Background: an optimization exercise with open tools, aiming at small area, a short achievable clock period and few clock cycles. Do not read the settings as production practice. RTL that was checked went through simulation tests only; none was proved equivalent to the original. No functional check of the RTL was part of runs 5 and 6. Power and IR drop assume default switching activity.

--- flow/config.mk ---
export PLATFORM = sky130hd
export DESIGN_NAME = eth_txdma
export DESIGN_NICKNAME = eth_txdma
export VERILOG_FILES = /design/flow/design.v
export SDC_FILE = /design/flow/constraint.sdc
export NUM_CORES = 4
export LEC_CHECK = 0
export ABC_CLOCK_PERIOD_IN_PS = 2200
export CAP_MARGIN = 20
export CORE_MARGIN = 2
export CORE_UTILIZATION = 45
export CTS_CLUSTER_DIAMETER = 100
export CTS_CLUSTER_SIZE = 30
export SETUP_SLACK_MARGIN = 2.95
export SLEW_MARGIN = 20
--- flow/constraint.sdc ---
create_clock -name core_clock -period 5.0 [get_ports {clk}]
set_input_delay 1.0000 -clock core_clock [delete_from_list [all_inputs] [get_ports {clk}]]
set_output_delay 1.0000 -clock core_clock [all_outputs]
set_load 0.01 [all_outputs]
--- flow/design.v ---
package txdma_pkg;
    typedef logic [31:0] desc_t;         
    typedef logic [31:0] addr_t;         
    typedef logic [31:0] data_t;         
    typedef logic [7:0]  byte_t;         
    typedef logic [6:0]  bd_index_t;     
    typedef logic [8:0]  tx_status_t;    
    localparam int BIT_READY  = 15;      
    localparam int BIT_IRQ    = 14;      
    localparam int BIT_WRAP   = 13;      
    localparam int BIT_PAD    = 12;
    localparam int BIT_CRC    = 11;
    localparam tx_status_t STAT_ERR_MASK = 9'h10F;
endpackage
module eth_txdma #(
    parameter int DEPTH = 7                       
) (
    input  logic                  clk,
    input  logic                  reset,
    input  logic                  tx_en,
    input  txdma_pkg::bd_index_t  max_tx_bd,
    input  logic                  bd_wait,
    input  txdma_pkg::desc_t      bd_desc,
    input  txdma_pkg::addr_t      bd_ptr,
    input  txdma_pkg::tx_status_t tx_stat,
    input  logic                  tx_stat_valid,
    output logic                  bd_read,
    output logic                  bd_write,
    output txdma_pkg::bd_index_t  bd_index,
    output txdma_pkg::desc_t      bd_writedata,
    output logic                  tx_stat_ack,
    output logic                  per_packet_pad,
    output logic                  per_packet_crc,
    output logic                  txb_irq,
    output logic                  txe_irq,
    input  logic                  av_waitrequest,
    input  txdma_pkg::data_t      av_readdata,
    input  logic                  av_readdatavalid,
    output logic                  av_read,
    output txdma_pkg::addr_t      av_address,
    input  logic                  tx_ack,
    output txdma_pkg::byte_t      tx_data,
    output logic                  tx_dv,
    output logic                  tx_sop,
    output logic                  tx_eop
);
    localparam int FIFO_AW = 3;                  
    logic        st_rd;                  
    logic        st_dma;                 
    logic        st_wr;                  
    logic [15:0] len;                    
    logic [5:0]  flags;                  
    txdma_pkg::tx_status_t stat;
    logic        take;
    logic        wr_ok;
    logic        stat_err;
    assign bd_read     = st_rd;
    assign bd_write    = st_wr;
    assign take        = st_rd & ~bd_wait & bd_desc[txdma_pkg::BIT_READY];
    assign wr_ok       = st_wr & ~bd_wait;
    assign stat_err    = |(stat & txdma_pkg::STAT_ERR_MASK);
    assign bd_writedata   = {len, 1'b0, flags, stat};
    assign per_packet_pad = flags[txdma_pkg::BIT_PAD - 9];
    assign per_packet_crc = flags[txdma_pkg::BIT_CRC - 9];
    always_ff @(posedge clk or posedge reset) begin
        if (reset) begin
            st_rd       <= 1'b0;
            st_dma      <= 1'b0;
            st_wr       <= 1'b0;
            tx_stat_ack <= 1'b0;
            txb_irq     <= 1'b0;
            txe_irq     <= 1'b0;
            bd_index    <= '0;
        end else begin
            tx_stat_ack <= st_dma & tx_stat_valid & ~tx_stat_ack;
            txb_irq     <= wr_ok & flags[txdma_pkg::BIT_IRQ - 9] & ~stat_err;
            txe_irq     <= wr_ok & flags[txdma_pkg::BIT_IRQ - 9] & stat_err;
            if (tx_en & ~st_rd & ~st_dma & ~st_wr) begin
                st_rd <= 1'b1;
            end
            if (take) begin
                st_rd  <= 1'b0;
                st_dma <= 1'b1;
            end
            if (tx_stat_ack) begin
                st_dma <= 1'b0;
                st_wr  <= 1'b1;
            end
            if (wr_ok) begin
                st_wr <= 1'b0;
                st_rd <= 1'b1;
                if (flags[txdma_pkg::BIT_WRAP - 9] || bd_index == max_tx_bd) begin
                    bd_index <= '0;
                end else begin
                    bd_index <= bd_index + 7'd1;
                end
            end
        end
    end
    always_ff @(posedge clk) begin
        if (take) begin
            len   <= bd_desc[31:16];
            flags <= bd_desc[14:9];
        end
        if (tx_stat_ack) begin
            stat <= tx_stat;
        end
    end
    logic [29:0]        addr;            
    logic [13:0]        wcnt;            
    logic               more;            
    logic               more_nx;         
    logic [DEPTH-1:0]   occ;             
    logic               full_nx;         
    logic               rd_ok;
    logic               pop;
    assign av_address = {addr, 2'b00};
    assign rd_ok      = av_read & ~av_waitrequest;
    assign more_nx    = more & ((|wcnt[13:1]) | (wcnt[0] & (|len[1:0])) | ~rd_ok);
    assign full_nx    = (occ[DEPTH-1] & ~(pop & ~rd_ok)) | (occ[DEPTH-2] & rd_ok & ~pop);
    always_ff @(posedge clk or posedge reset) begin
        if (reset) begin
            occ     <= '0;
            av_read <= 1'b0;
            more    <= 1'b0;
        end else begin
            av_read <= take | (st_dma & more_nx & ~full_nx);
            more    <= take | more_nx;
            if (rd_ok & ~pop) begin
                occ <= {occ[DEPTH-2:0], 1'b1};
            end else if (pop & ~rd_ok) begin
                occ <= {1'b0, occ[DEPTH-1:1]};
            end
        end
    end
    always_ff @(posedge clk) begin
        if (take) begin
            addr <= bd_ptr[31:2];
            wcnt <= bd_desc[31:18];
        end else if (rd_ok) begin
            addr <= addr + 30'd1;
            wcnt <= wcnt - 14'd1;
        end
    end
    txdma_pkg::data_t   mem [DEPTH];
    logic [FIFO_AW-1:0] wptr;
    logic [FIFO_AW-1:0] rptr;
    logic [DEPTH-1:0]   stored;          
    always_ff @(posedge clk or posedge reset) begin
        if (reset) begin
            wptr   <= '0;
            rptr   <= '0;
            stored <= '0;
        end else begin
            if (av_readdatavalid) begin
                wptr <= (wptr == FIFO_AW'(DEPTH - 1)) ? '0 : wptr + 1'b1;
            end
            if (pop) begin
                rptr <= (rptr == FIFO_AW'(DEPTH - 1)) ? '0 : rptr + 1'b1;
            end
            if (av_readdatavalid & ~pop) begin
                stored <= {stored[DEPTH-2:0], 1'b1};
            end else if (pop & ~av_readdatavalid) begin
                stored <= {1'b0, stored[DEPTH-1:1]};
            end
        end
    end
    always_ff @(posedge clk) begin
        if (av_readdatavalid) mem[wptr] <= av_readdata;
    end
    logic [31:0] cw;                     
    logic [1:0]  lane;                   
    logic        cw_final;               
    logic        first;                  
    logic        final_w;                
    logic        shift;
    assign tx_data = cw[7:0];
    assign final_w = ~more & occ[0] & ~occ[1];
    assign shift   = tx_dv & tx_ack & ~tx_eop & (lane != 2'd3);
    assign pop     = stored[0] & (~tx_dv | (tx_ack & (lane == 2'd3)));
    always_ff @(posedge clk or posedge reset) begin
        if (reset) begin
            tx_dv <= 1'b0;
        end else if (pop) begin
            tx_dv <= 1'b1;
        end else if (tx_ack & (tx_eop | (lane == 2'd3))) begin
            tx_dv <= 1'b0;
        end
    end
    always_ff @(posedge clk) begin
        if (take) begin
            first <= 1'b1;
        end else if (pop) begin
            first <= 1'b0;
        end
        if (pop) begin
            cw       <= mem[rptr];
            lane     <= 2'd0;
            cw_final <= final_w;
            tx_sop   <= first;
            tx_eop   <= final_w & (len[1:0] == 2'd1);
        end else if (shift) begin
            cw[23:0] <= cw[31:8];
            lane     <= lane + 2'd1;
            tx_sop   <= 1'b0;
            tx_eop   <= cw_final & (lane == len[1:0] - 2'd2);
        end
    end
endmodule
--- flow/flow/run.sh ---
#!/bin/bash
# Standard layout, with plain buffers (not delay cells) on the ports.
set -euo pipefail
export BUFFER_PORTS_ARGS="-buffer_cell sky130_fd_sc_hd__buf_2"
bash standard.sh finish > standard.log 2>&1
--- flow/standard.sh ---
#!/bin/bash
# synth_recipe.tcl (not shown) runs the flow's synth.tcl, then flattens the netlist and writes it again
# the make line also repeats each setting of config.mk as NAME=value (left out here)
make -C /OpenROAD-flow-scripts/flow DESIGN_CONFIG=/design/flow/config.mk WORK_HOME=/design/flow/orfs CLKGATE_MAP_FILE= SYNTH_SCRIPT=/design/flow/synth_recipe.tcl "${@:-finish}"
==> impl_results.md, run 1 <==
* Sum of overflow across all layers after global routing at 0
* Wire length on met1 at ~15000 um
* Number of storage elements in the synthesis netlist at approximately 370
* WL/cell at 19.0 um
* Net total in the final layout at 1378
* Unrepaired setup endpoints after global routing: true
* Setup-failing EPs final at 0
* Worst Setup End Kind: output pin
* Final routed DRC violation total at 0
* Final weighted congestion in routability-driven placement at between 0.7 and 0.8
* Core Box Area at 33500 um2
* Critical path, cell by cell: buf_2
* Highest metal layer used by the detailed router: met5
* Starting density of the core at 45.6%
* Port Buffers at 195
* Worst R2R Setup Slack at ~3100 ps
* Via count of the first global-routing pass at 8541
* Maximum VDD drop at 0.314 mV
* Detailed Place HPWL at 18900 um
* Count of distinct cell types in the synthesized netlist at 52
* Via/cell ratio at between 5 and 6
* Die Height at 188 um
* Arrival time reported for the critical path endpoint at 1120 ps
* Total routing resource utilization after global routing at 17.7%
* Via Count at 8867
* Clock tree buffer depth at 3
* Portion of the post-synthesis area used by sequential elements at 71.9%
* Count of flip-flops with a built-in enable after synthesis at 334
* Top-level I/O count at 210
* Number of antenna violations at the first check in global routing at 6
* Data required time of the critical path at 4000 ps
* Rel. slew slack at a little over half
* Run status: complete, no violations
* Path type of the worst setup path: register to output pin
* Type of element launching the critical path: register
* Hold-critical path depth at 2
* Wire length on met2 at roughly 16000 um
* Avg Cell Area, Syn at 15.2 um2
* Number of maximum-capacitance violations at 0
* Clock-pin transition on the worst setup and hold timing paths at around 110 ps
* Final worst hold slack at 465 ps
* Routed wire length at 32500 um
* Slew @ Worst Pin at 713 ps
* Static leakage at about 6.6 nW
* Slowest stage cell, crit path: edfxtp_1
* Sum of met3 wire segment lengths after detailed routing at 1440 um
* Critical path depth in cells at 1
* Period utilization at between 40 and 50%
* Iter 0 DRT Violations at 578
* Number of warnings issued by yosys at 1
* Pin count of the biggest net entering global routing at 56
* Async set-reset flop share out of synthesis at 9.65%
* # rows at 67
* Cell family contributing the most delay on the critical path: flip-flops
* Fraction of final layout cells with drive strength greater than 1 at 31.2%
* Number of sinks driven by the clock tree at between 300 and 400
* Area of the mapped netlist at 15300 um2
* H-tree levels at 1
* Detailed-routing iteration count for the pre-antenna-repair pass at 5
* Wire length of the first global-routing pass at between 40000 and 50000 um
* Worst Setup Slack, final at 2880 ps
* Hold WC Path Type: register to register
* Setup tns final at 0 ps
* Maximum clock frequency at 0.472 GHz
* Worst r2r path cells at 7
* Clock latency (worst-skew pair) at 520 ps
* Number of pins exceeding their max-slew limit in the final report at 0
* Final antenna-violating net count at 0
* Final Hold Viols at 0
* Power density relative to cell area at about 510 nW/um2
* Area growth from synthesis to layout at 19.1%
* Die area at ~35000 um2
* Synth Flop Type: edfxtp_1
* Root cell of the clock tree: clkbuf_16
* Max FO, Critical Path at 2
* Die width at between 150 and 200 um
* Worst clock skew on the final layout at 21.7 ps
* CTS buffer count at 17
* Min cycle time layout at 2120 ps
* Critical path buffers and inverters at 1
* CTS tree: yes
* Delay of the slowest cell on the worst path at 430 ps
* Post-synthesis instance total at 1006
* Post-Place Worst Slack at roughly 1800 ps
flip-flops by register name, summed over array words and instances (netlist names), 2 cells and up:
register and flops:
len 16, bd_index 7, stat 9, occ 7, lane 2, mem 224, rptr 3, stored 7
cw 32, wcnt 14, addr 30, flags 6, wptr 3
kinds of logic after synthesis:
kind of cell | Yosys count | synth area share, %
AOI/OAI and AO/OA | 148 | 5.20
xor gates and xnor gates | 49 | 2.81
adders and majority gates | 7 | 0.573
buffers and inverters | 73 | 2.18
DFF | 373 | 71.9
muxes | 109 | 9.84
other | 1 | 0.0245
and+or+nand+nor | 246 | 7.50
power breakdown:
part / internal, mW / switching (mW)
combinational: 1.35 / 1.66
clock: 0.739 / 0.958
sequential: 4.21 / 0.329
total: 6.30 / 2.95
stage by stage:
step / power (mW) / utilization (%) / cells / instance area [um2]
2_1_floorplan: 6.48 / - / 1008 / 15600
3_3_place_gp: 7.16 / 50.2 / 1604 / 16800
3_5_place_dp: 7.22 / 50.2 / 1604 / 16800
4_1_cts: 9.25 / 53.6 / 1692 / 18000
5_1_grt: 9.76 / 54.3 / 1709 / 18200
6_report: 9.25 / 54.3 / 1710 / 18200
cells in the mapped netlist (7+ instances only):
master	instances	area share, %
mux2_2	10	0.74
xnor2_1	22	1.3
and3_1	8	0.33
nor3_1	11	0.36
clkbuf_1	35	0.86
edfxtp_1	334	66
nand2_1	138	3.4
nand3_1	19	0.62
a21oi_1	13	0.43
inv_1	11	0.27
mux4_2	32	4.7
dfrtp_1	36	5.9
xor2_1	27	1.5
buf_2	9	0.29
o21ai_0	114	3.7
nand4_1	7	0.29
ha_1	7	0.57
buf_4	13	0.64
nor2_1	26	0.64
mux2i_1	67	4.4
worst reg2reg max path: cells and delay by family, from the launching register on:
family,cells,cell delay (ps)
buffers and inverters,1,210
adder cells (fa/ha/maj),2,540
AO/OA/AOI/OAI,2,320
flip-flops,1,360
multiplexers,1,210
AND/OR/NAND/NOR,1,200
cell usage in the layout, fill, tap and decap left out, types with 7 or more instances in the layout:
cell,instances
clkbuf_16,18
buf_6,19
nor2_1,22
nand4_1,7
nor3_1,7
nand3_1,19
xnor2_1,22
a21oi_1,13
inv_1,9
mux4_2,32
edfxtp_1,334
xor2_1,27
mux2i_1,67
nand2_1,136
o21ai_0,100
dfrtp_2,7
buf_4,79
o21ai_1,18
buf_2,181
dfrtp_1,27
mux2_2,10
layer usage:
layer | up-vias | GRT usage, %
li1 | 4241 | -
met2 | 182 | 29.2
met5 | - | 0
met1 | 4401 | 25.0
met4 | 4 | 4.21
met3 | 39 | 2.66
cell type report:
| class | count | area [um2] |
|---|---|---|
| fill | 2756 | 15300 |
| timing repair buffer | 283 | 1790 |
| antenna | 4 | 10.0 |
| inverter | 12 | 72.6 |
| multi-input combinational | 564 | 4220 |
| clock inverter | 4 | 85.1 |
| tap | 448 | 561 |
| sequential | 373 | 11000 |
| clock buffer | 22 | 465 |
worst paths after layout:
| kind | endpoint | from |
|---|---|---|
| max | av_address[2] | addr[0]$_DFFE_PP_ |
| min | first$_SDFFE_PP1N_ | first$_SDFFE_PP1N_ |
| max reg2reg | occ[3]$_DFFE_PP0P_ | lane[0]$_SDFFE_PN0P_ |
| min reg2reg | first$_SDFFE_PP1N_ | first$_SDFFE_PP1N_ |
| max in group asynchronous | rptr[0]$_DFFE_PP0N_ | reset |
| min in group asynchronous | stored[0]$_DFFE_PP0P_ | reset |
what timing repair did:
action,CTS,global route
pin swaps,5,9
endpoints found under the setup margin,310,151
resized for setup,26,22
cloned,1,1
setup buffers,61,13
hold buffers,0,0
hold endpoints to repair,0,0
Testbench counts, summed over its fixed seeds: cycles 204,684.
==> inputs of run 2 (changes only) <==
--- a/flow/config.mk
+++ b/flow/config.mk
@@ -10,6 +10,7 @@
 export CORE_MARGIN = 2
-export CORE_UTILIZATION = 45
+export CORE_UTILIZATION = 65
 export CTS_CLUSTER_DIAMETER = 100
 export CTS_CLUSTER_SIZE = 30
-export SETUP_SLACK_MARGIN = 2.95
+export PLACE_DENSITY = 0.72
+export SETUP_SLACK_MARGIN = 2.8
 export SLEW_MARGIN = 20
==> run 2 against run 1 <==
Critical path depth stayed put; combinational power decreased by 11%; sequential share of layout area up 2.9 points; count of clock-buffer cells in the layout down 1; die area fell by 30%; worst hold slack worse by 11 ps; global-route usage rose by 6.4 points; cell count shrank 11%; clock power fell by about 10%.
==> impl_results.md, run 2 <==
* Worst clock skew on the final layout at around 12 ps
* Wire length of the first global-routing pass at approximately 45000 um
* Rel. slew slack at ~54%
* Area growth from synthesis to layout at 13.6%
* Most instantiated library cell after synthesis: edfxtp_1
* Power density relative to cell area at 504 nW/um2
* Clock latency (worst-skew pair) at 510 ps
* Starting density of the core at 65.7%
* Startpoint of the worst register-to-register path: wptr[2]$_DFFE_PP0P_
* Final weighted congestion in routability-driven placement at 0.831
* Portion of the post-synthesis area used by sequential elements at 71.9%
* Area of the mapped netlist at 15300 um2
* Die area at 24800 um2
* Unrepaired setup endpoints after global routing: true
* CTS tree: yes
* Critical path, cell by cell: buf_2
* Iter 0 DRT Violations at 657
* Period utilization at 43.2%
* Type of element launching the critical path: register
* Number of pins exceeding their max-slew limit in the final report at 0
* Die width at 157 um
* Die Height at 157 um
* Launch point of the critical path: addr[0]$_DFFE_PP_
* Routed wire length at approximately 30000 um
* Cell types occupying the most area after synthesis: edfxtp_1, dfrtp_1, mux4_2, mux2i_1, o21ai_0
* Top-level I/O count at 210
* Flip-flop count of the largest register after layout at 224
* Register ranked first by flip-flop count: mem
* Number of sinks driven by the clock tree at 373
* Delay of the slowest cell on the worst path at between 400 and 500 ps
* # rows at 56
* Final Hold Viols at 0
* Count of inserted antenna diode cells at 0
* Worst Setup End Kind: output pin
* Count of distinct cell types in the synthesized netlist at 52
* Fraction of final layout cells with drive strength greater than 1 at 27.6%
* Arrival time reported for the critical path endpoint at 1160 ps
* Min cycle time layout at ~2200 ps
* Avg Cell Area, Syn at approximately 15 um2
* Critical path buffers and inverters at 1
* Pin count of the biggest net entering global routing at between 50 and 60
* Root cell of the clock tree: clkbuf_16
* Worst Setup Slack, final at around 2800 ps
* Clock-pin transition on the worst setup and hold timing paths at 110 ps
* Detailed Place HPWL at between 15000 and 20000 um
* Detailed-routing iteration count for the pre-antenna-repair pass at 5
* Maximum VDD drop at 0.422 mV
* Count of flip-flops with a built-in enable after synthesis at about 330
* Data required time of the critical path at 4000 ps
* WL/cell at 19.5 um
* Commonest cells after routing, fill and taps aside: edfxtp_1, buf_2, nand2_1
* Clock tree buffer depth at 3
* Static leakage at 6.25 nW
* Cell type contributing the most total cell area after synthesis: edfxtp_1
* CTS buffer count at 16
* Cell family contributing the most delay on the critical path: flip-flops
* Final antenna-violating net count at 0
* Post-Place Worst Slack at around 1900 ps
* Via/cell ratio at 5.72
* Slowest stage cell, crit path: edfxtp_1
* Number of maximum-capacitance violations at 0
* Wire length on met2 at 14700 um
* Wire length on met1 at 12600 um
* Number of warnings issued by yosys at 1
* Slew @ Worst Pin at roughly 700 ps
* Setup tns final at 0 ps
* H-tree levels at 1
* Hold WC Path Type: register to register
* Async set-reset flop share out of synthesis at 9.65%
* Number of storage elements in the synthesis netlist at about 370
* Net total in the final layout at 1331
* Largest registers: mem: 224 flops, cw: 32 flops, addr: 30 flops
* Maximum clock frequency at 0.463 GHz
* Highest metal layer used by the detailed router: met5
* Number of antenna violations at the first check in global routing at 2
* Post-synthesis instance total at ~1000
* Area fraction of the dominant cell type after synthesis at roughly 66%
* Core Box Area at around 23000 um2
* Most frequent standard cell in the layout excluding fill and tap cells: edfxtp_1
* Sum of overflow across all layers after global routing at 0
* Setup-failing EPs final at 0
* Sum of met3 wire segment lengths after detailed routing at 1960 um
* Via Count at a little under 9000
* Final worst hold slack at between 400 and 500 ps
* Ranking of synthesized cells by instance count: edfxtp_1, nand2_1, o21ai_0, mux2i_1, dfrtp_1
* Via count of the first global-routing pass at 8371
* Synth Flop Type: edfxtp_1
* Total routing resource utilization after global routing at 24.1%
* Start point of the worst hold path: first$_SDFFE_PP1N_
* Port Buffers at 195
* Max FO, Critical Path at 5
* Run status: complete, no violations
* Path type of the worst setup path: register to output pin
* Final routed DRC violation total at 0
run 2: cell counts after synthesis:
No cell type changed its count.
run 2: metal layers:
layer / track usage (%) / up-vias
met5: 0 / -
met4: 4.50 / 4
met3: 3.85 / 35
met2: 41.7 / 279
met1: 33.0 / 4282
li1: - / 4137
run 2: cell type report:
class,count,area [um2]
inverters,12,57.6
clock inverters,2,20.0
well taps,319,399
fillers,1523,5880
clock buffers,21,440
flip-flops and latches,373,11000
repair buffers,238,1320
multi-input cells,563,4140
run 2: power breakdown:
| group | internal [mW] | total (mW) | switching (mW) |
|---|---|---|---|
| registers | 4.22 | 4.56 | 0.346 |
| clock network | 0.637 | 1.53 | 0.891 |
| logic | 1.14 | 2.67 | 1.53 |
| total | 6.00 | 8.76 | 2.77 |
run 2: logic make-up (layout without fill, tap and decap cells):
kind of cell / Yosys count / count (layout) / synth area share (%)
muxes: 109 / 109 / 9.84
buffers and inverters: 73 / 273 / 2.18
AOI/OAI and AO/OA: 148 / 148 / 5.20
DFF: 373 / 373 / 71.9
other: 1 / 3 / 0.0245
and+or+nand+nor: 246 / 247 / 7.50
xor gates and xnor gates: 49 / 49 / 2.81
adders and majority gates: 7 / 7 / 0.573
run 2: worst min-delay path: cells and delay by family, from the launching register on:
family	cells	cell delay, ps
DFF	1	330
and+or+nand+nor	2	90
run 2: final timing paths:
check / endpoint / slack (ps) / cells past startpoint
min reg2reg: first$_SDFFE_PP1N_ / 450 / 2
max in group asynchronous: rptr[0]$_DFFE_PP0N_ / 4040 / 3
min in group asynchronous: bd_index[0]$_DFFE_PP0P_ / 590 / 3
max: av_address[2] / 2840 / 1
max reg2reg: mem[4][25]$_DFFE_PP_ / 2950 / 3
min: first$_SDFFE_PP1N_ / 450 / 2
run 2: what timing repair did:
| action | CTS | global route |
|---|---|---|
| hold buffers | 0 | 0 |
| buffers inserted | 15 | 13 |
| gates resized for setup | 6 | 9 |
| cloned | 1 | 0 |
| setup endpoints to repair | 111 | 68 |
| pin swaps | 2 | 0 |
run 2: per-stage QoR:
stage / total power, mW / cell area [um2] / util, % / cells
after floorplan: 6.45 / 15500 / - / 1008
after global placement: 7.11 / 16700 / 71.6 / 1476
after detailed placement: 7.19 / 16700 / 71.6 / 1476
after CTS: 8.79 / 17300 / 74.2 / 1515
after global routing: 9.23 / 17400 / 74.7 / 1528
final: 8.76 / 17400 / 74.7 / 1528
==> inputs of run 3 (changes only) <==
==> flow/flow/run.sh (replaced) <==
#!/bin/bash
# Standard layout, with plain buffers on the ports and custom clock tree options.
set -euo pipefail
export BUFFER_PORTS_ARGS="-buffer_cell sky130_fd_sc_hd__buf_2"
export CTS_ARGS="-sink_clustering_enable -repair_clock_nets -sink_clustering_size 30 -sink_clustering_max_diameter 100 -num_static_layers 1"
bash standard.sh finish > standard.log 2>&1
--- a/flow/config.mk
+++ b/flow/config.mk
@@ -10,6 +10,5 @@
 export CORE_MARGIN = 2
-export CORE_UTILIZATION = 65
+export CORE_UTILIZATION = 45
 export CTS_CLUSTER_DIAMETER = 100
 export CTS_CLUSTER_SIZE = 30
-export PLACE_DENSITY = 0.72
 export SETUP_SLACK_MARGIN = 2.8
==> run 3 against run 2 <==
Worst hold slack worse by 2.2 ps; flip-flop and latch count stayed put; sequential share of layout area is 0.95 points lower; fmax hardly changed; still clean on timing, DRC and antenna; critical path depth stayed put; largest cell class unchanged.
==> impl_results.md, run 3 <==
* Count of distinct cell types in the synthesized netlist at 52
* Die width at 188 um
* Xor and xnor fraction of the mapped netlist area at 2.81%
* Most frequent standard cell in the layout excluding fill and tap cells: edfxtp_1
* Synth Flop Type: edfxtp_1
* Worst Setup End Kind: output pin
* # rows at 67
* Total power at 8.89 mW
* Total routing resource utilization after global routing at between 15 and 20%
* Area growth from synthesis to layout at 15.4%
* Number of storage elements in the synthesis netlist at 373
* Setup tns final at 0 ps
* Type of element launching the critical path: register
* Sequential share of power at ~52%
* Via count of the first global-routing pass at 8432
* Worst Setup Slack, final at between 2000 and 3000 ps
* Post-route cell area at 17700 um2
* Data required time of the critical path at 4000 ps
* Number of maximum-capacitance violations at 0
* Hold buffer count at cts at 0
* Post-synthesis instance total at 1006
* Clock-pin transition on the worst setup and hold timing paths at 110 ps
* Met2 track demand over resource at 28.7%
* Port Buffers at 195
* Ranking of synthesized cells by instance count: edfxtp_1, nand2_1, o21ai_0, mux2i_1, dfrtp_1
* Number of warnings issued by yosys at 1
* Fraction of the mapped netlist area in adder cells at less than 1%
* Via/cell ratio at between 5 and 6
* Commonest cells after routing, fill and taps aside: edfxtp_1, buf_2, nand2_1
* Iter 0 DRT Violations at 605
* Routed wire length at 31600 um
* Power share of the combinational group at 30.6%
* H-tree levels at 1
* Register ranked first by flip-flop count: mem
* Delay of the slowest cell on the worst path at approximately 470 ps
* Area fraction in compound gates after synthesis at about 5.2%
* Final routed DRC violation total at 0
* FILL cells at 2791
* Min cycle time layout at ~2200 ps
* Number of pins exceeding their max-slew limit in the final report at 0
* Core Box Area at ~34000 um2
* Avg Cell Area, Syn at 15.2 um2
* Async set-reset flop share out of synthesis at 9.65%
* Rel. slew slack at 60.1%
* WL/cell at 19.0 um
* Detailed-routing iteration count for the pre-antenna-repair pass at 4
* Cell types occupying the most area after synthesis: edfxtp_1, dfrtp_1, mux4_2, mux2i_1, o21ai_0
* Largest registers: mem: 224 flops, cw: 32 flops, addr: 30 flops
* Critical path, cell by cell: buf_2
* Arrival time reported for the critical path endpoint at 1160 ps
* Hold WC Path Type: register to register
* Met1 layer usage reported by global route at 25.0%
* Fraction of final layout cells with drive strength greater than 1 at between 20% and 30%
* Area of the mapped netlist at ~15000 um2
* Clock latency (worst-skew pair) at 520 ps
* Maximum VDD drop at 0.290 mV
* Unrepaired setup endpoints after global routing: true
* Die Height at 188 um
* Cell family contributing the most delay on the critical path: flip-flops
* Cell type contributing the most total cell area after synthesis: edfxtp_1
* Power density relative to cell area at slightly above 500 nW/um2
* Count of flip-flops with a built-in enable after synthesis at 334
* Clock tree buffer depth at 3
* Detailed Place HPWL at 18800 um
* Pin count of the biggest net entering global routing at 57
* Portion of the post-synthesis area used by sequential elements at 71.9%
* Sum of overflow across all layers after global routing at 0
* Setup-failing EPs final at 0
* Final weighted congestion in routability-driven placement at 0.773
* Post-Place Worst Slack at 1950 ps
* Placed standard-cell area at about 17000 um2
* Run status: complete, no violations
* Flip-flop count of the largest register after layout at 224
* Number of sinks driven by the clock tree at 373
* Die area at 35500 um2
* Starting density of the core at 45.6%
* Internal power at 6.07 mW
* Slowest stage cell, crit path: edfxtp_1
* Root cell of the clock tree: clkbuf_16
* Via Count at a little under 9000
* Path type of the worst setup path: register to output pin
* Critical path buffers and inverters at 1
* Simple-gate portion of the synthesized area at 7.50%
* Peak-usage layer in the global routing report: met2
* Period utilization at a little over two fifths
* CTS buffer count at 16
* Max FO, Critical Path at 4
* Area fraction of the dominant cell type after synthesis at about two thirds
* Portion of netlist area occupied by mux cells at 9.84%
* Number of antenna violations at the first check in global routing at 7
* Top-level I/O count at 210
* Reported net switching power at 2.82 mW
* Slew @ Worst Pin at between 500 and 600 ps
* Portion of total power attributed to the clock network at 17.5%
* CTS tree: yes
* Net total in the final layout at 1339
* Worst clock skew on the final layout at ~18 ps
* Met3 usage in global routing at about 2.9%
* Most instantiated library cell after synthesis: edfxtp_1
* Wire length of the first global-routing pass at 48500 um
* Combinational family with the most area after synthesis: multiplexers
* Final Hold Viols at 0
* Maximum clock frequency at roughly 0.46 GHz
* Static leakage at 6.31 nW
* Final antenna-violating net count at 0
* Switching fraction of total power at 31.7%
-- run 3: cell counts after synthesis --
Identical to the previous run, type by type.
-- run 3: kinds of logic after synthesis --
logic type / Yosys count
flops: 373
simple gates: 246
compound gates: 148
mux: 109
buf+inv: 73
xor+xnor: 49
fa+ha+maj: 7
other cells: 1
-- run 3: final timing paths --
path,from,end,slack [ps],depth (start not counted)
setup / recovery,addr[27]$_DFFE_PP_,av_address[29],2840,1
hold / removal,first$_SDFFE_PP1N_,first$_SDFFE_PP1N_,450,2
setup reg to reg,rptr[1]$_DFFE_PP0N_,cw[20]$_DFFE_PP_,2950,4
hold reg to reg,first$_SDFFE_PP1N_,first$_SDFFE_PP1N_,450,2
max in group asynchronous,reset,rptr[0]$_DFFE_PP0N_,4030,3
min in group asynchronous,reset,bd_index[0]$_DFFE_PP0P_,590,3
-- run 3: layout make-up --
class	count	area (um2)	area share, %
multi-input cells	563	4140	23.4
inverters	12	55.1	0.312
flip-flops and latches	373	11000	62.4
diodes	2	5.00	0.0284
clock buffers	19	433	2.45
repair buffers	246	1410	8.01
clock inverters	4	38.8	0.220
well taps	448	561	3.18
-- run 3: power by group through the flow --
stage	Combinational (mW)	Sequential, mW	Clock (mW)
CTS	2.63	4.65	1.60
global route	3.01	4.68	1.72
finish	2.72	4.61	1.56
global placement	2.37	4.80	0
detailed placement	2.40	4.82	0
floorplan	1.84	4.61	0
-- run 3: layer usage --
layer  wire length (um)  share of wire, %
met3               1740               5.5
met4                440               1.4
met1              14400                46
met5                 61              0.19
met2              15000                47
-- run 3: timing repair --
| item | CTS | global route |
|---|---|---|
| gates cloned | 1 | 0 |
| endpoints found under the setup margin | 139 | 94 |
| gates resized for setup | 4 | 13 |
| pin swaps | 3 | 0 |
| setup buffers | 14 | 23 |
-- run 3: through the flow --
step	hold slack, ps	std cells	util (%)
after CTS	454	1642	52.0
after detailed placement	436	1604	50.1
after global placement	426	1604	50.1
after global routing	476	1667	52.6
final	452	1667	52.6
after floorplan	415	1008	-
==> inputs of run 4 (changes only) <==
==> flow/flow/run.sh (replaced) <==
#!/bin/bash
# Standard layout, with plain buffers on the ports and custom clock tree options.
set -euo pipefail
export BUFFER_PORTS_ARGS="-buffer_cell sky130_fd_sc_hd__buf_2"
export CTS_ARGS="-sink_clustering_enable -repair_clock_nets -sink_clustering_size 30 -sink_clustering_max_diameter 100 -sink_clustering_levels 1"
bash standard.sh finish > standard.log 2>&1
==> run 4 against run 3 <==
Total power hardly changed; utilization hardly changed; largest power group unchanged; cell count hardly changed; highest routed layer unchanged; die area stayed put; via count is 0.24% higher; largest cell class unchanged; still clean; clock skew is 1.5 ps higher; critical endpoint unchanged; non-clock buffer count is 1 lower; clock power hardly changed; area after synthesis stayed put; routed wire length hardly changed; flip-flop and latch count stayed put; fmax hardly changed.
==> impl_results.md, run 4 <==
* Commonest cells after routing, fill and taps aside: edfxtp_1, buf_2, nand2_1
* Area growth from synthesis to layout at 15.4%
* Area of the mapped netlist at 15300 um2
* H-tree levels at 1
* Unrepaired setup endpoints after global routing: true
* Cell types occupying the most area after synthesis: edfxtp_1, dfrtp_1, mux4_2, mux2i_1, o21ai_0
* Via count of the first global-routing pass at between 8000 and 9000
* Min cycle time layout at 2160 ps
* Port Buffers at 195
* Final antenna-violating net count at 0
* Run status: complete, no violations
* Static leakage at about 6.3 nW
* Register ranked first by flip-flop count: mem
* Critical path, cell by cell: buf_2
* Final core utilization at 52.6%
* Pin count of the biggest net entering global routing at 57
* Async set-reset flop share out of synthesis at 9.65%
* Clock tree buffer depth at 3
* Delay of the slowest cell on the worst path at roughly 470 ps
* Period utilization at 43.2%
* # rows at 67
* Power density relative to cell area at 503 nW/um2
* Final worst hold slack at 452 ps
* Most frequent standard cell in the layout excluding fill and tap cells: edfxtp_1
* Worst Setup End Kind: output pin
* Die width at around 190 um
* Net total in the final layout at 1338
* Die area at 35500 um2
* Fraction of final layout cells with drive strength greater than 1 at 28.2%
* Sum of overflow across all layers after global routing at 0
* Setup-failing EPs final at 0
* Clock-pin transition on the worst setup and hold timing paths at 110 ps
* Via Count at 8836
* Wire length of the first global-routing pass at slightly below 50000 um
* Number of sinks driven by the clock tree at between 300 and 400
* Cell type contributing the most total cell area after synthesis: edfxtp_1
* Ranking of synthesized cells by instance count: edfxtp_1, nand2_1, o21ai_0, mux2i_1, dfrtp_1
* Rel. slew slack at 57.5%
* Total routing resource utilization after global routing at between 10% and 20%
* Data required time of the critical path at 4000 ps
* Critical path buffers and inverters at 1
* Arrival time reported for the critical path endpoint at around 1200 ps
* Via/cell ratio at 5.30
* Portion of the post-synthesis area used by sequential elements at 71.9%
* Worst clock skew on the final layout at approximately 19 ps
* Flip-flop count of the largest register after layout at roughly 220
* CTS buffer count at 16
* Detailed Place HPWL at about 19000 um
* Number of warnings issued by yosys at 1
* Top-level I/O count at 210
* Maximum VDD drop at 0.290 mV
* Type of element launching the critical path: register
* CTS tree: yes
* Post-synthesis instance total at 1006
* Cell family contributing the most delay on the critical path: flip-flops
* Number of storage elements in the synthesis netlist at 373
* Routed wire length at about 32000 um
* Starting density of the core at 45.6%
* Slowest stage cell, crit path: edfxtp_1
* Count of distinct cell types in the synthesized netlist at 52
* Synth Flop Type: edfxtp_1
* Setup tns final at 0 ps
* Final Hold Viols at 0
* Number of pins exceeding their max-slew limit in the final report at 0
* Final weighted congestion in routability-driven placement at 0.773
* Clock latency (worst-skew pair) at 520 ps
* Avg Cell Area, Syn at 15.2 um2
* Path type of the worst setup path: register to output pin
* Detailed-routing iteration count for the pre-antenna-repair pass at 5
* Die Height at 188 um
* Number of maximum-capacitance violations at 0
* Area fraction of the dominant cell type after synthesis at 65.6%
* WL/cell at 19.0 um
* Root cell of the clock tree: clkbuf_16
* Final routed DRC violation total at 0
* Count of flip-flops with a built-in enable after synthesis at 334
* Most instantiated library cell after synthesis: edfxtp_1
* Number of antenna violations at the first check in global routing at 7
* Core Box Area at around 34000 um2
* Slew @ Worst Pin at ~640 ps
* Hold WC Path Type: register to register
* Maximum clock frequency at 0.463 GHz
* Largest registers: mem: 224 flops, cw: 32 flops, addr: 30 flops
* Max FO, Critical Path at 4
* Iter 0 DRT Violations at 585
run 4: cell counts after synthesis:
No cell type changed its count.
run 4: logic make-up (layout without fill, tap and decap cells):
group,after synthesis,after routing,share of synthesized area [%]
AO/OA/AOI/OAI,148,148,5.20
XOR/XNOR,49,49,2.81
adder cells (fa/ha/maj),7,7,0.573
buffers and inverters,73,280,2.18
flip-flops,373,373,71.9
AND/OR/NAND/NOR,246,247,7.50
other,1,5,0.0245
multiplexers,109,109,9.84
run 4: layer usage:
layer	global-route usage, %	vias to the layer above	part of all wire, %
met4	3.52	10	1.4
met2	28.7	209	48
met1	25.0	4408	45
li1	-	4166	-
met3	2.91	43	5.3
met5	0	-	0.19
run 4: report_power, final:
| group | internal, mW | total [mW] | leakage [nW] | switching [mW] |
|---|---|---|---|---|
| Clock | 0.657 | 1.55 | 0.235 | 0.897 |
| Sequential | 4.22 | 4.61 | 3.56 | 0.389 |
| Combinational | 1.19 | 2.72 | 2.51 | 1.53 |
| Total | 6.06 | 8.88 | 6.31 | 2.81 |
run 4: cell type report:
class | count | area, um2
fill | 2791 | 15900
sequential | 373 | 11000
multi-input combinational | 563 | 4140
timing repair buffer | 245 | 1410
tap | 448 | 561
clock buffer | 19 | 433
inverter | 12 | 55.1
clock inverter | 4 | 38.8
antenna | 2 | 5.00
run 4: per-stage QoR:
stage          power (mW)  setup WS, ps  cell area (um2)  cells
2_1_floorplan        6.45          2620            15500   1008
3_3_place_gp         7.17          2010            16800   1604
3_5_place_dp         7.22          1950            16800   1604
4_1_cts              8.89          2770            17500   1643
5_1_grt              9.41          2780            17600   1666
6_report             8.88          2840            17600   1666
run 4: tightest hold or removal path, delay by kind of cell, from the launching register on:
family | cells | cell delay [ps]
AND/OR/NAND/NOR | 2 | 90
flip-flops | 1 | 320
run 4: final timing paths:
| kind | endpoint | cells after the start | from | slack, ps |
|---|---|---|---|---|
| setup / recovery | av_address[29] | 1 | addr[27]$_DFFE_PP_ | 2840 |
| hold / removal | first$_SDFFE_PP1N_ | 2 | first$_SDFFE_PP1N_ | 450 |
| setup reg to reg | mem[4][21]$_DFFE_PP_ | 3 | wptr[2]$_DFFE_PP0P_ | 2880 |
| hold reg to reg | first$_SDFFE_PP1N_ | 2 | first$_SDFFE_PP1N_ | 450 |
| max in group asynchronous | rptr[0]$_DFFE_PP0N_ | 3 | reset | 4030 |
| min in group asynchronous | bd_index[0]$_DFFE_PP0P_ | 3 | reset | 590 |
run 4: what timing repair did:
item	4_1_cts	5_1_grt
buffers inserted	15	21
hold buffers	0	0
setup endpoints to repair	143	92
hold endpoints to repair	0	0
resized for setup	4	12
cloned	1	0
pin swaps	3	0
==> inputs of run 5 (changes only) <==
--- a/flow/design.v
+++ b/flow/design.v
@@ -100,3 +100,3 @@
     always_ff @(posedge clk) begin
-        if (take) begin
+        if (st_rd) begin
             len   <= bd_desc[31:16];
@@ -136,3 +136,3 @@
     always_ff @(posedge clk) begin
-        if (take) begin
+        if (st_rd) begin
             addr <= bd_ptr[31:2];
@@ -145,3 +145,3 @@
     txdma_pkg::data_t   mem [DEPTH];
-    logic [FIFO_AW-1:0] wptr;
+    logic [DEPTH-1:0]   wsel;            
     logic [FIFO_AW-1:0] rptr;
@@ -150,3 +150,3 @@
         if (reset) begin
-            wptr   <= '0;
+            wsel   <= DEPTH'(1);
             rptr   <= '0;
@@ -155,3 +155,3 @@
             if (av_readdatavalid) begin
-                wptr <= (wptr == FIFO_AW'(DEPTH - 1)) ? '0 : wptr + 1'b1;
+                wsel <= {wsel[DEPTH-2:0], wsel[DEPTH-1]};
             end
@@ -168,3 +168,5 @@
     always_ff @(posedge clk) begin
-        if (av_readdatavalid) mem[wptr] <= av_readdata;
+        for (int i = 0; i < DEPTH; i++) begin
+            if (av_readdatavalid & wsel[i]) mem[i] <= av_readdata;
+        end
     end
==> flow/flow/run.sh (replaced) <==
#!/bin/bash
# Standard layout, with plain buffers (not delay cells) on the ports.
set -euo pipefail
export BUFFER_PORTS_ARGS="-buffer_cell sky130_fd_sc_hd__buf_2"
bash standard.sh finish > standard.log 2>&1
--- a/flow/config.mk
+++ b/flow/config.mk
@@ -11,4 +11,2 @@
 export CORE_UTILIZATION = 45
-export CTS_CLUSTER_DIAMETER = 100
-export CTS_CLUSTER_SIZE = 30
 export SETUP_SLACK_MARGIN = 2.8
==> run 5 against run 4 <==
Still clean on timing, DRC and antenna; critical path depth unchanged; setup slack got worse by 17 ps; utilization increased by 3.1 points; routed wire length increased by 19%; clock power increased by 94%; first-iteration DRC count increased by 11%; global-route usage increased by 3.0 points; sequential power decreased by 2%; clock skew decreased by 10 ps; via count increased by 13%; area after synthesis increased by 0.70%; cell count increased by 8.6%; highest routed layer unchanged.
==> impl_results.md, run 5 <==
* Sum of overflow across all layers after global routing at 0
* Worst Setup End Kind: output pin
* Final routed DRC violation total at 0
* Cell type contributing the most total cell area after synthesis: edfxtp_1
* WL/cell at 20.7 um
* Worst clock skew on the final layout at 8.97 ps
* Hold WC Path Type: register to register
* Count of distinct cell types in the synthesized netlist at 56
* Cell family contributing the most delay on the critical path: flip-flops
* Final antenna-violating net count at 0
* Portion of total power attributed to the clock network at 26.9%
* Flip-flop count of the largest register after layout at 224
* Via count of the first global-routing pass at 9760
* Most instantiated library cell after synthesis: edfxtp_1
* Final Hold Viols at 0
* Reported net switching power at 3.80 mW
* Run status: complete, no violations
* Power density relative to cell area at between 500 and 600 nW/um2
* # rows at 67
* Critical path buffers and inverters at 1
* Number of pins exceeding their max-slew limit in the final report at 0
* Clock tree buffer depth at 3
* Slew @ Worst Pin at 1070 ps
* Iter 0 DRT Violations at 650
* CTS buffer count at 41
* Routed wire length at 37500 um
* Rel. slew slack at between 20 and 30%
* Count of flip-flops with a built-in enable after synthesis at 334
* Maximum clock frequency at 0.459 GHz
* Via/cell ratio at 5.50
* Count of inserted antenna diode cells at 0
* Final core utilization at 55.7%
* Internal power at between 7 and 8 mW
* Number of maximum-capacitance violations at 0
* Post-Place Worst Slack at 2080 ps
* Total routing resource utilization after global routing at 20.5%
* Clock latency (worst-skew pair) at 550 ps
* Period utilization at 43.6%
* CTS tree: yes
* Synth Flop Type: edfxtp_1
* Unrepaired setup endpoints after global routing: true
* Die Height at 189 um
* Die width at 189 um
* Path type of the worst setup path: register to output pin
* Register ranked first by flip-flop count: mem
* Number of storage elements in the synthesis netlist at 377
* Data required time of the critical path at about 4000 ps
* Area of all sequential standard cells at 11100 um2
* H-tree levels at 2
* Number of antenna violations at the first check in global routing at 2
* Max FO, Critical Path at 2
* Area growth from synthesis to layout at 21.7%
* Net total in the final layout at ~1500
* Min cycle time layout at 2180 ps
* Area of the mapped netlist at 15400 um2
* Area taken by multi-input logic gates at 4080 um2
* Maximum VDD drop at 0.310 mV
* Cell types occupying the most area after synthesis: edfxtp_1, dfrtp_1, o21ai_0, nand2_1, a221oi_1
* Avg Cell Area, Syn at 14.0 um2
* Number of warnings issued by yosys at 2
* Number of sinks driven by the clock tree at 377
* Detailed Place HPWL at 20300 um
* Commonest cells after routing, fill and taps aside: edfxtp_1, buf_2, nand2_1
* Most frequent standard cell in the layout excluding fill and tap cells: edfxtp_1
* Detailed-routing iteration count for the pre-antenna-repair pass at 5
* Via Count at 9964
* Wire length of the first global-routing pass at 56400 um
* Worst Setup Slack, final at 2820 ps
* Sequential share of power at 40.3%
* Top-level I/O count at 210
* Setup-failing EPs final at 0
* Final weighted congestion in routability-driven placement at 0.790
* Post-synthesis instance total at 1096
* Largest registers: mem: 224 flops, cw: 32 flops, addr: 30 flops
* Delay of the slowest cell on the worst path at about 510 ps
* Port Buffers at 195
* Fraction of final layout cells with drive strength greater than 1 at between 20% and 30%
* Slowest stage cell, crit path: dfrtp_4
* Setup tns final at 0 ps
* Power share of the combinational group at 32.9%
* Static leakage at 6.86 nW
* Type of element launching the critical path: register
* Critical path, cell by cell: buf_6
* Ranking of synthesized cells by instance count: edfxtp_1, nand2_1, o21ai_0, nor2_1, a221oi_1
* Switching fraction of total power at about a third
* Core Box Area at 33600 um2
* Starting density of the core at about 46%
* Pin count of the biggest net entering global routing at 63
* FILL cells at 2809
* Async set-reset flop share out of synthesis at between 10% and 20%
* Portion of the post-synthesis area used by sequential elements at just over 70%
* Arrival time reported for the critical path endpoint at 1180 ps
* Die area at approximately 36000 um2
* Area fraction of the dominant cell type after synthesis at 65.1%
* Clock-pin transition on the worst setup and hold timing paths at 60 ps
* Root cell of the clock tree: clkbuf_16
==> run 5: cell count changes after synthesis, moves of 18 or more <==
cell	before	now
a221oi_1	0	43
a22o_1	3	24
mux2i_1	67	17
mux4_2	32	0
nor2_1	26	57
nor3_1	11	29
==> run 5: power by group through the flow <==
stage | sequential [mW] | clock [mW] | combinational (mW)
detailed placement | 4.69 | 0 | 2.98
global route | 4.56 | 3.19 | 4.03
global placement | 4.69 | 0 | 2.94
finish | 4.51 | 3.01 | 3.68
floorplan | 4.66 | 0 | 1.99
CTS | 4.53 | 3.07 | 3.48
==> run 5: cell type report <==
type / count / area share, %
clock inverter: 29 / 1.57
timing repair inverter: 1 / 0.0401
inverter: 13 / 0.294
sequential: 377 / 59.3
timing repair buffer: 252 / 8.38
clock buffer: 46 / 5.63
tap: 448 / 2.99
multi-input combinational: 644 / 21.8
==> run 5: cells by family after synthesis <==
family                     share of synthesized area, %
muxes                                              2.35
DFF                                                72.0
xor gates and xnor gates                           2.73
other                                            0.0244
AOI/OAI and AO/OA                                  10.5
buffers and inverters                              2.54
adders and majority gates                         0.650
and+or+nand+nor                                    9.12
==> run 5: worst paths after layout <==
path                                  endpoint          startpoint  slack, ps  cells after the start
setup reg to reg            addr[21]$_DFFE_PP_   addr[5]$_DFFE_PP_       2890                      6
setup / recovery                       bd_read   st_rd$_DFFE_PP0P_       2820                      1
max in group asynchronous  rptr[0]$_DFFE_PP0N_               reset       4000                      3
min in group asynchronous    txe_irq$_DFF_PP0_               reset        580                      3
hold / removal              first$_SDFFE_PP1N_  first$_SDFFE_PP1N_        430                      2
hold reg to reg             first$_SDFFE_PP1N_  first$_SDFFE_PP1N_        430                      2
==> run 5: stage by stage <==
step | cells | power, mW | cell area [um2] | hold slack [ps]
2_1_floorplan | 1098 | 6.65 | 15500 | 415
3_3_place_gp | 1684 | 7.63 | 16800 | 426
3_5_place_dp | 1684 | 7.68 | 16800 | 430
4_1_cts | 1792 | 11.1 | 18500 | 440
5_1_grt | 1810 | 11.8 | 18700 | 481
6_report | 1810 | 11.2 | 18700 | 434
==> run 5: metal layers <==
metal | routed length (um) | vias to the layer above | part of all wire (%) | track usage (%)
li1 | - | 4626 | - | -
met1 | 16100 | 4906 | 43 | 28.2
met2 | 17900 | 360 | 48 | 33.3
met3 | 2620 | 68 | 7.0 | 3.60
met4 | 904 | 4 | 2.4 | 6.82
met5 | 21 | - | 0.056 | 0
==> run 5: repair_timing <==
| item | CTS | global route |
|---|---|---|
| gates cloned | 6 | 2 |
| setup buffers | 27 | 16 |
| endpoints found under the setup margin | 50 | 94 |
| resized for setup | 18 | 21 |
| hold buffers | 0 | 0 |
==> run 5: worst register-to-register path, delay by kind of cell, from the launching register on <==
family,cells,cell delay (ps)
buf+inv,1,140
mux,1,260
simple gates,3,930
flops,1,370
xor+xnor,1,150
==> inputs of run 6 (changes only) <==
--- a/flow/design.v
+++ b/flow/design.v
@@ -46,3 +46,2 @@
 );
-    localparam int FIFO_AW = 3;                  
     logic        st_rd;                  
@@ -100,3 +99,3 @@
     always_ff @(posedge clk) begin
-        if (st_rd) begin
+        if (take) begin
             len   <= bd_desc[31:16];
@@ -136,3 +135,3 @@
     always_ff @(posedge clk) begin
-        if (st_rd) begin
+        if (take) begin
             addr <= bd_ptr[31:2];
@@ -146,3 +145,4 @@
     logic [DEPTH-1:0]   wsel;            
-    logic [FIFO_AW-1:0] rptr;
+    logic [DEPTH-1:0]   rsel;            
+    txdma_pkg::data_t   head;
     logic [DEPTH-1:0]   stored;          
@@ -151,3 +151,3 @@
             wsel   <= DEPTH'(1);
-            rptr   <= '0;
+            rsel   <= DEPTH'(1);
             stored <= '0;
@@ -158,3 +158,3 @@
             if (pop) begin
-                rptr <= (rptr == FIFO_AW'(DEPTH - 1)) ? '0 : rptr + 1'b1;
+                rsel <= {rsel[DEPTH-2:0], rsel[DEPTH-1]};
             end
@@ -170,2 +170,8 @@
             if (av_readdatavalid & wsel[i]) mem[i] <= av_readdata;
+        end
+    end
+    always_comb begin
+        head = '0;
+        for (int i = 0; i < DEPTH; i++) begin
+            head = head | (mem[i] & {32{rsel[i]}});
         end
@@ -198,3 +204,3 @@
         if (pop) begin
-            cw       <= mem[rptr];
+            cw       <= head;
             lane     <= 2'd0;
--- a/flow/config.mk
+++ b/flow/config.mk
@@ -10,3 +10,6 @@
 export CORE_MARGIN = 2
-export CORE_UTILIZATION = 45
+export CORE_UTILIZATION = 65
+export CTS_CLUSTER_DIAMETER = 100
+export CTS_CLUSTER_SIZE = 30
+export PLACE_DENSITY = 0.72
 export SETUP_SLACK_MARGIN = 2.8
==> run 6 against run 5 <==
Still clean; clock skew is 2.3 ps higher; clock power decreased by 49%; routed wire length shrank 16%; fmax shrank 0.24%.
==> impl_results.md, run 6 <==
* Run status: complete, no violations
* Detailed-routing iteration count for the pre-antenna-repair pass at 7
* Count of flip-flops with a built-in enable after synthesis at 334
* Slew @ Worst Pin at approximately 1000 ps
* Die width at 156 um
* Static leakage at 5.93 nW
* Rel. slew slack at 30.7%
* Delay of the slowest cell on the worst path at 480 ps
* Wire length of the first global-routing pass at 47300 um
* Most frequent standard cell in the layout excluding fill and tap cells: edfxtp_1
* Ranking of synthesized cells by instance count: edfxtp_1, nand2_1, nor2_1, o21ai_0, clkbuf_1
* Final core utilization at 74.6%
* Portion of netlist area occupied by mux cells at 1.47%
* Cell family contributing the most delay on the critical path: flip-flops
* Core Box Area at 22600 um2
* Commonest cells after routing, fill and taps aside: edfxtp_1, buf_2, nand2_1
* Hold WC Path Type: register to register
* Final worst hold slack at 466 ps
* Area of all sequential standard cells at 11200 um2
* Area fraction in compound gates after synthesis at 10.4%
* Port Buffers at 195
* Number of storage elements in the synthesis netlist at 381
* Async set-reset flop share out of synthesis at 11.5%
* Unrepaired setup endpoints after global routing: true
* Maximum clock frequency at roughly 0.46 GHz
* Number of maximum-capacitance violations at 0
* Total power at 7.47 mW
* Fraction of the mapped netlist area in adder cells at 0.586%
* WL/cell at 21.2 um
* Post-route cell area at 16900 um2
* Sum of overflow across all layers after global routing at 0
* Type of element launching the critical path: register
* Die area at between 20000 and 25000 um2
* Clock-pin transition on the worst setup and hold timing paths at around 110 ps
* Most instantiated library cell after synthesis: edfxtp_1
* Final routed DRC violation total at 0
* Cell types occupying the most area after synthesis: edfxtp_1, dfrtp_1, nand2_1, a222oi_1, o21ai_0
* Final antenna-violating net count at 0
* Placed cells at 1410
* Die Height at 156 um
* Arrival time reported for the critical path endpoint at 1180 ps
* Number of antenna violations at the first check in global routing at 6
* Flip-flop count of the largest register after layout at 224
* Register ranked first by flip-flop count: mem
* Iter 0 DRT Violations at 860
* Combinational family with the most area after synthesis: compound AO/OA/AOI/OAI gates
* Data required time of the critical path at 4000 ps
* Post-Place Worst Slack at 1670 ps
* Worst Setup End Kind: output pin
* Avg Cell Area, Syn at 15.0 um2
* Net total in the final layout at 1310
* Number of sinks driven by the clock tree at 381
* Xor and xnor fraction of the mapped netlist area at under 10%
* Number of pins exceeding their max-slew limit in the final report at 0
* Area taken by multi-input logic gates at 3500 um2
* # rows at 55
* Root cell of the clock tree: clkbuf_16
* Via count of the first global-routing pass at approximately 8600
* Count of distinct cell types in the synthesized netlist at 55
* Area of the mapped netlist at roughly 15000 um2
* Via Count at 9186
* CTS buffer count at 16
* Area fraction of the dominant cell type after synthesis at 67.1%
* Total routing resource utilization after global routing at 25.4%
* Power density relative to cell area at between 400 and 500 nW/um2
* Detailed Place HPWL at 17600 um
* Area growth from synthesis to layout at 12.9%
* Placed standard-cell area at ~16000 um2
* Synth Flop Type: edfxtp_1
* Simple-gate portion of the synthesized area at 8.23%
* Setup-failing EPs final at 0
* Via/cell ratio at 6.19
* Top-level I/O count at 210
* Portion of the post-synthesis area used by sequential elements at between 70% and 80%
* Hold buffer count at cts at 0
* Fraction of final layout cells with drive strength greater than 1 at 25.0%
* Slowest stage cell, crit path: edfxtp_1
* Number of warnings issued by yosys at 2
* Period utilization at 43.7%
* Critical path buffers and inverters at 1
* Starting density of the core at 66.1%
* Critical path, cell by cell: buf_2
* Worst Setup Slack, final at 2820 ps
* FILL cells at 1421
* Final non-filler cell total at 1484
* Final Hold Viols at 0
* Post-synthesis instance total at slightly below 1000
* Worst clock skew on the final layout at ~11 ps
* Maximum VDD drop at between 0.3 and 0.4 mV
* Largest registers: mem: 224 flops, cw: 32 flops, addr: 30 flops
* Clock latency (worst-skew pair) at 530 ps
* Setup tns final at 0 ps
* Final weighted congestion in routability-driven placement at 0.795
* Min cycle time layout at 2180 ps
* Pin count of the biggest net entering global routing at 74
* Max FO, Critical Path at 5
* Routed wire length at 31400 um
* Clock tree buffer depth at 3
* H-tree levels at 1
* Path type of the worst setup path: register to output pin
* Cell type contributing the most total cell area after synthesis: edfxtp_1
* CTS tree: yes
run 6: changes by cell type in the layout (fill, tap and decap cells not counted), sizes merged, moves of 15 or more:
cell	before	now
a221oi	43	24
nor3	31	10
nand2	126	93
clkbuf	47	26
a31oi	1	38
a222oi	2	32
a21oi	25	8
buf	249	234
o21ai	125	52
clkinv	19	2
run 6: layout make-up:
type	instances	share of cell area, %
sequential	381	66.4
multi-input combinational	536	20.7
timing repair buffer	234	7.59
clock buffer	26	2.59
tap	285	2.11
inverter	14	0.348
clock inverter	2	0.163
antenna	6	0.0889
run 6: path summary, 6_finish.rpt:
kind	slack, ps	depth (start not counted)	from	endpoint
hold / removal	470	2	first$_SDFFE_PP1N_	first$_SDFFE_PP1N_
max in group asynchronous	3670	2	reset	rsel[2]$_DFFE_PP0N_
hold reg to reg	470	2	first$_SDFFE_PP1N_	first$_SDFFE_PP1N_
setup reg to reg	2920	5	lane[0]$_SDFFE_PN0P_	tx_eop$_DFFE_PP_
setup / recovery	2820	1	addr[0]$_DFFE_PP_	av_address[2]
min in group asynchronous	670	2	reset	tx_dv$_DFFE_PP0P_
run 6: cells by family after synthesis:
family,Yosys count
xor+xnor,35
fa+ha+maj,7
compound gates,214
other cells,1
buf+inv,81
simple gates,254
mux,21
flops,381
run 6: power breakdown:
group          total [mW]  internal, mW  leakage [nW]  switching (mW)
clock network        1.54         0.625         0.222           0.920
registers            4.29          4.01          3.64           0.276
logic                1.64         0.678          2.07           0.964
run 6: metal layers:
layer | track usage (%) | wire [um] | share of wire, %
met5 | 0 | 13 | 0.041
met4 | 5.85 | 480 | 1.5
met3 | 4.11 | 2480 | 7.9
met2 | 41.4 | 15300 | 49
met1 | 37.0 | 13200 | 42
run 6: timing repair:
action                                  in CTS  in global routing
setup buffers                               17                 21
gates resized for setup                      8                  9
endpoints found under the setup margin     104                 45
pin swaps                                    1                  2
gates cloned                                 1                  1
==> inputs of run 7 (changes only) <==
--- a/flow/design.v
+++ b/flow/design.v
@@ -46,2 +46,3 @@
 );
+    localparam int FIFO_AW = 3;                  
     logic        st_rd;                  
@@ -144,3 +145,3 @@
     txdma_pkg::data_t   mem [DEPTH];
-    logic [DEPTH-1:0]   wsel;            
+    logic [FIFO_AW-1:0] wptr;
     logic [DEPTH-1:0]   rsel;            
@@ -150,3 +151,3 @@
         if (reset) begin
-            wsel   <= DEPTH'(1);
+            wptr   <= '0;
             rsel   <= DEPTH'(1);
@@ -155,3 +156,3 @@
             if (av_readdatavalid) begin
-                wsel <= {wsel[DEPTH-2:0], wsel[DEPTH-1]};
+                wptr <= (wptr == FIFO_AW'(DEPTH - 1)) ? '0 : wptr + 1'b1;
             end
@@ -168,5 +169,3 @@
     always_ff @(posedge clk) begin
-        for (int i = 0; i < DEPTH; i++) begin
-            if (av_readdatavalid & wsel[i]) mem[i] <= av_readdata;
-        end
+        if (av_readdatavalid) mem[wptr] <= av_readdata;
     end
==> run 7 against run 6 <==
Fmax increased by 0.61%; clock power about the same; utilization decreased by 0.21 points; combinational power decreased by 2%; largest cell class unchanged.
==> impl_results.md, run 7 <==
* Run status: complete, no violations
* Final Hold Viols at 0
* Delay of the slowest cell on the worst path at approximately 480 ps
* Hold buffer count at cts at 0
* Most instantiated library cell after synthesis: edfxtp_1
* Register ranked first by flip-flop count: mem
* Met3 usage in global routing at 3.42%
* Pin count of the biggest net entering global routing at 73
* CTS tree: yes
* Ranking of synthesized cells by instance count: edfxtp_1, nand2_1, nor2_1, o21ai_0, clkbuf_1
* Switching fraction of total power at roughly 29%
* Die width at 154 um
* Count of distinct cell types in the synthesized netlist at 58
* Final weighted congestion in routability-driven placement at 0.785
* Internal power at 5.42 mW
* Synth Flop Type: edfxtp_1
* Area fraction of the dominant cell type after synthesis at 68.2%
* Worst Setup Slack, final at 2830 ps
* Power density relative to cell area at 459 nW/um2
* Slew @ Worst Pin at 918 ps
* Final routed DRC violation total at 0
* Area of the mapped netlist at roughly 15000 um2
* Worst clock skew on the final layout at roughly 25 ps
* Power share of the combinational group at 20.8%
* Cell type contributing the most total cell area after synthesis: edfxtp_1
* Critical path, cell by cell: buf_6
* Commonest cells after routing, fill and taps aside: edfxtp_1, buf_2, nand2_1
* Met2 track demand over resource at 43.3%
* Number of warnings issued by yosys at 1
* Static leakage at 5.89 nW
* Routed wire length at 30900 um
* Portion of total power attributed to the clock network at roughly a fifth
* CTS buffer count at 16
* Starting density of the core at between 60% and 70%
* Critical path buffers and inverters at 1
* Maximum VDD drop at 0.322 mV
* Rel. slew slack at 38.8%
* Clock tree buffer depth at 3
* Slowest stage cell, crit path: edfxtp_1
* Placed standard-cell area at 16000 um2
* Maximum clock frequency at around 0.46 GHz
* Wire length of the first global-routing pass at approximately 47000 um
* Root cell of the clock tree: clkbuf_16
* Flip-flop count of the largest register after layout at roughly 220
* Count of flip-flops with a built-in enable after synthesis at roughly 330
* Via/cell ratio at slightly above 6
* Path type of the worst setup path: register to output pin
* Die Height at 154 um
* Clock latency (worst-skew pair) at 530 ps
* Via Count at 8904
* Number of antenna violations at the first check in global routing at 2
* Sum of overflow across all layers after global routing at 0
* Hold WC Path Type: register to register
* Detailed Place HPWL at 17600 um
* Type of element launching the critical path: register
* Met1 layer usage reported by global route at 35.6%
* Largest registers: mem: 224 flops, cw: 32 flops, addr: 30 flops
* Total power at 7.67 mW
* H-tree levels at 1
* Unrepaired setup endpoints after global routing: true
* Async set-reset flop share out of synthesis at 10.6%
* Cell family contributing the most delay on the critical path: flip-flops
* Portion of the post-synthesis area used by sequential elements at 75.4%
* Worst Setup End Kind: output pin
* Placed cells at between 1000 and 1500
* Cell types occupying the most area after synthesis: edfxtp_1, dfrtp_1, nand2_1, a222oi_1, o21ai_0
* Avg Cell Area, Syn at 15.2 um2
* Total routing resource utilization after global routing at between 20% and 30%
* Post-synthesis instance total at 969
* Area growth from synthesis to layout at 13.5%
* Peak-usage layer in the global routing report: met2
* Via count of the first global-routing pass at 8480
* Core Box Area at 22400 um2
* Port Buffers at ~200
* Sequential share of power at approximately three fifths
* Period utilization at 43.4%
* Final non-filler cell total at 1458
* Top-level I/O count at 210
* Final worst hold slack at 469 ps
* Number of maximum-capacitance violations at 0
* Clock-pin transition on the worst setup and hold timing paths at 120 ps
* # rows at 55
* Number of pins exceeding their max-slew limit in the final report at 0
* Post-Place Worst Slack at between 2000 and 2500 ps
* Die area at ~24000 um2
* Detailed-routing iteration count for the pre-antenna-repair pass at 8
* Min cycle time layout at about 2200 ps
* Setup tns final at 0 ps
* Most frequent standard cell in the layout excluding fill and tap cells: edfxtp_1
* Reported net switching power at 2.24 mW
* Iter 0 DRT Violations at 695
* Post-route cell area at 16700 um2
* Final core utilization at 74.4%
* Arrival time reported for the critical path endpoint at 1170 ps
* Final antenna-violating net count at 0
* Number of sinks driven by the clock tree at approximately 380
* Number of storage elements in the synthesis netlist at 377
* Net total in the final layout at about 1300
* Setup-failing EPs final at 0
* Fraction of final layout cells with drive strength greater than 1 at 24.9%
* WL/cell at between 20 and 25 um
* Data required time of the critical path at 4000 ps
* Max FO, Critical Path at 4
[run 7: cell count changes in the layout (fill, tap and decap cells not counted), moves of 6 or more]
| cell | before | now |
|---|---|---|
| a31oi_1 | 38 | 24 |
| and2_2 | 7 | 0 |
| and3_1 | 5 | 11 |
| mux2_2 | 8 | 1 |
| nand2_1 | 92 | 99 |
| nor2_1 | 56 | 48 |
| o21ai_0 | 45 | 52 |
| o31ai_1 | 10 | 2 |
| or4_1 | 13 | 2 |
| xor2_1 | 17 | 28 |
[run 7: repair_timing]
action | 4_1_cts | 5_1_grt
buffers inserted | 8 | 19
gates resized for setup | 4 | 9
cloned | 1 | 0
pin swaps | 1 | 2
endpoints found under the setup margin | 63 | 72
[run 7: final timing paths]
| path | startpoint | to | slack, ps | depth (start not counted) |
|---|---|---|---|---|
| worst min register to register | first$_SDFFE_PP1N_ | first$_SDFFE_PP1N_ | 470 | 2 |
| worst max-delay path | addr[0]$_DFFE_PP_ | av_address[2] | 2830 | 1 |
| worst max register to register | wptr[1]$_DFFE_PP0P_ | mem[5][19]$_DFFE_PP_ | 2920 | 3 |
| worst min-delay path | first$_SDFFE_PP1N_ | first$_SDFFE_PP1N_ | 470 | 2 |
| min in group asynchronous | reset | tx_dv$_DFFE_PP0P_ | 580 | 3 |
| max in group asynchronous | reset | rsel[6]$_DFFE_PP0N_ | 4020 | 3 |
[run 7: layout make-up]
type / instances / area [um2]
Inverter: 12 / 50.0
Multi-Input combinational cell: 519 / 3410
Sequential cell: 377 / 11100
Tap cell: 285 / 357
Timing Repair Buffer: 234 / 1280
Clock inverter: 2 / 15.0
Antenna cell: 3 / 7.51
Clock buffer: 26 / 459
Fill cell: 1415 / 5740
[run 7: per-layer routing]
| layer | part of all wire (%) | vias up |
|---|---|---|
| met1 | 41 | 4381 |
| met2 | 49 | 356 |
| met5 | 0.023 | - |
| li1 | - | 4128 |
| met4 | 1.7 | 2 |
| met3 | 7.4 | 37 |
[run 7: cell families after synthesis]
family	share of synthesized area (%)
DFF	75.4
xor gates and xnor gates	2.86
and+or+nand+nor	7.77
AOI/OAI and AO/OA	10.2
muxes	0.825
other	0.0255
buffers and inverters	2.29
adders and majority gates	0.595
[run 7: power by group through the flow]
| stage | Clock [mW] | Sequential (mW) | Combinational, mW |
|---|---|---|---|
| 6_report | 1.57 | 4.51 | 1.60 |
| 2_1_floorplan | 0 | 4.59 | 0.929 |
| 3_5_place_dp | 0 | 4.61 | 1.47 |
| 5_1_grt | 1.69 | 4.57 | 1.75 |
| 3_3_place_gp | 0 | 4.59 | 1.44 |
| 4_1_cts | 1.59 | 4.51 | 1.55 |
Testbench counts of run 7, summed over its fixed seeds: cycles 204,684.

[re-timing with driven ports]
The flow's constraints put no driver on any port. The routed layouts listed below were extracted and timed again, unchanged, in two steps. Step 1, drivers: a clkbuf_16 drives clk and a buf_2 each remaining input, both assumed. Step 2, shift: input delay + t, output delay - t, t = (earliest + latest rising clock arrival at the registers) / 2. This alone moves slack from input paths to output paths. a / b / c = no drivers / after step 1 / after step 2; a / b = the first two.
run | t (ns) | setup WS [ns] | worst hold slack (ns)
run 1 | 0.561 | 2.882 / 2.831 / 2.503 | 0.465 / 0.465 / 0.465
run 2 | 0.558 | 2.840 / 2.789 / 2.358 | 0.454 / 0.454 / 0.454
run 3 | 0.558 | 2.839 / 2.789 / 2.346 | 0.452 / 0.452 / 0.452
run 4 | 0.559 | 2.838 / 2.788 / 2.349 | 0.452 / 0.452 / 0.452
run 5 | 0.594 | 2.821 / 2.769 / 2.338 | 0.434 / 0.434 / 0.434
run 6 | 0.568 | 2.816 / 2.768 / 2.422 | 0.466 / 0.466 / 0.466
run 7 | 0.568 | 2.829 / 2.777 / 2.308 | 0.469 / 0.469 / 0.469
After both steps setup and hold are still met in every run listed. The setup slack of run 7, which loses most, moves by -0.052 ns with the drivers and by -0.521 ns with both steps.
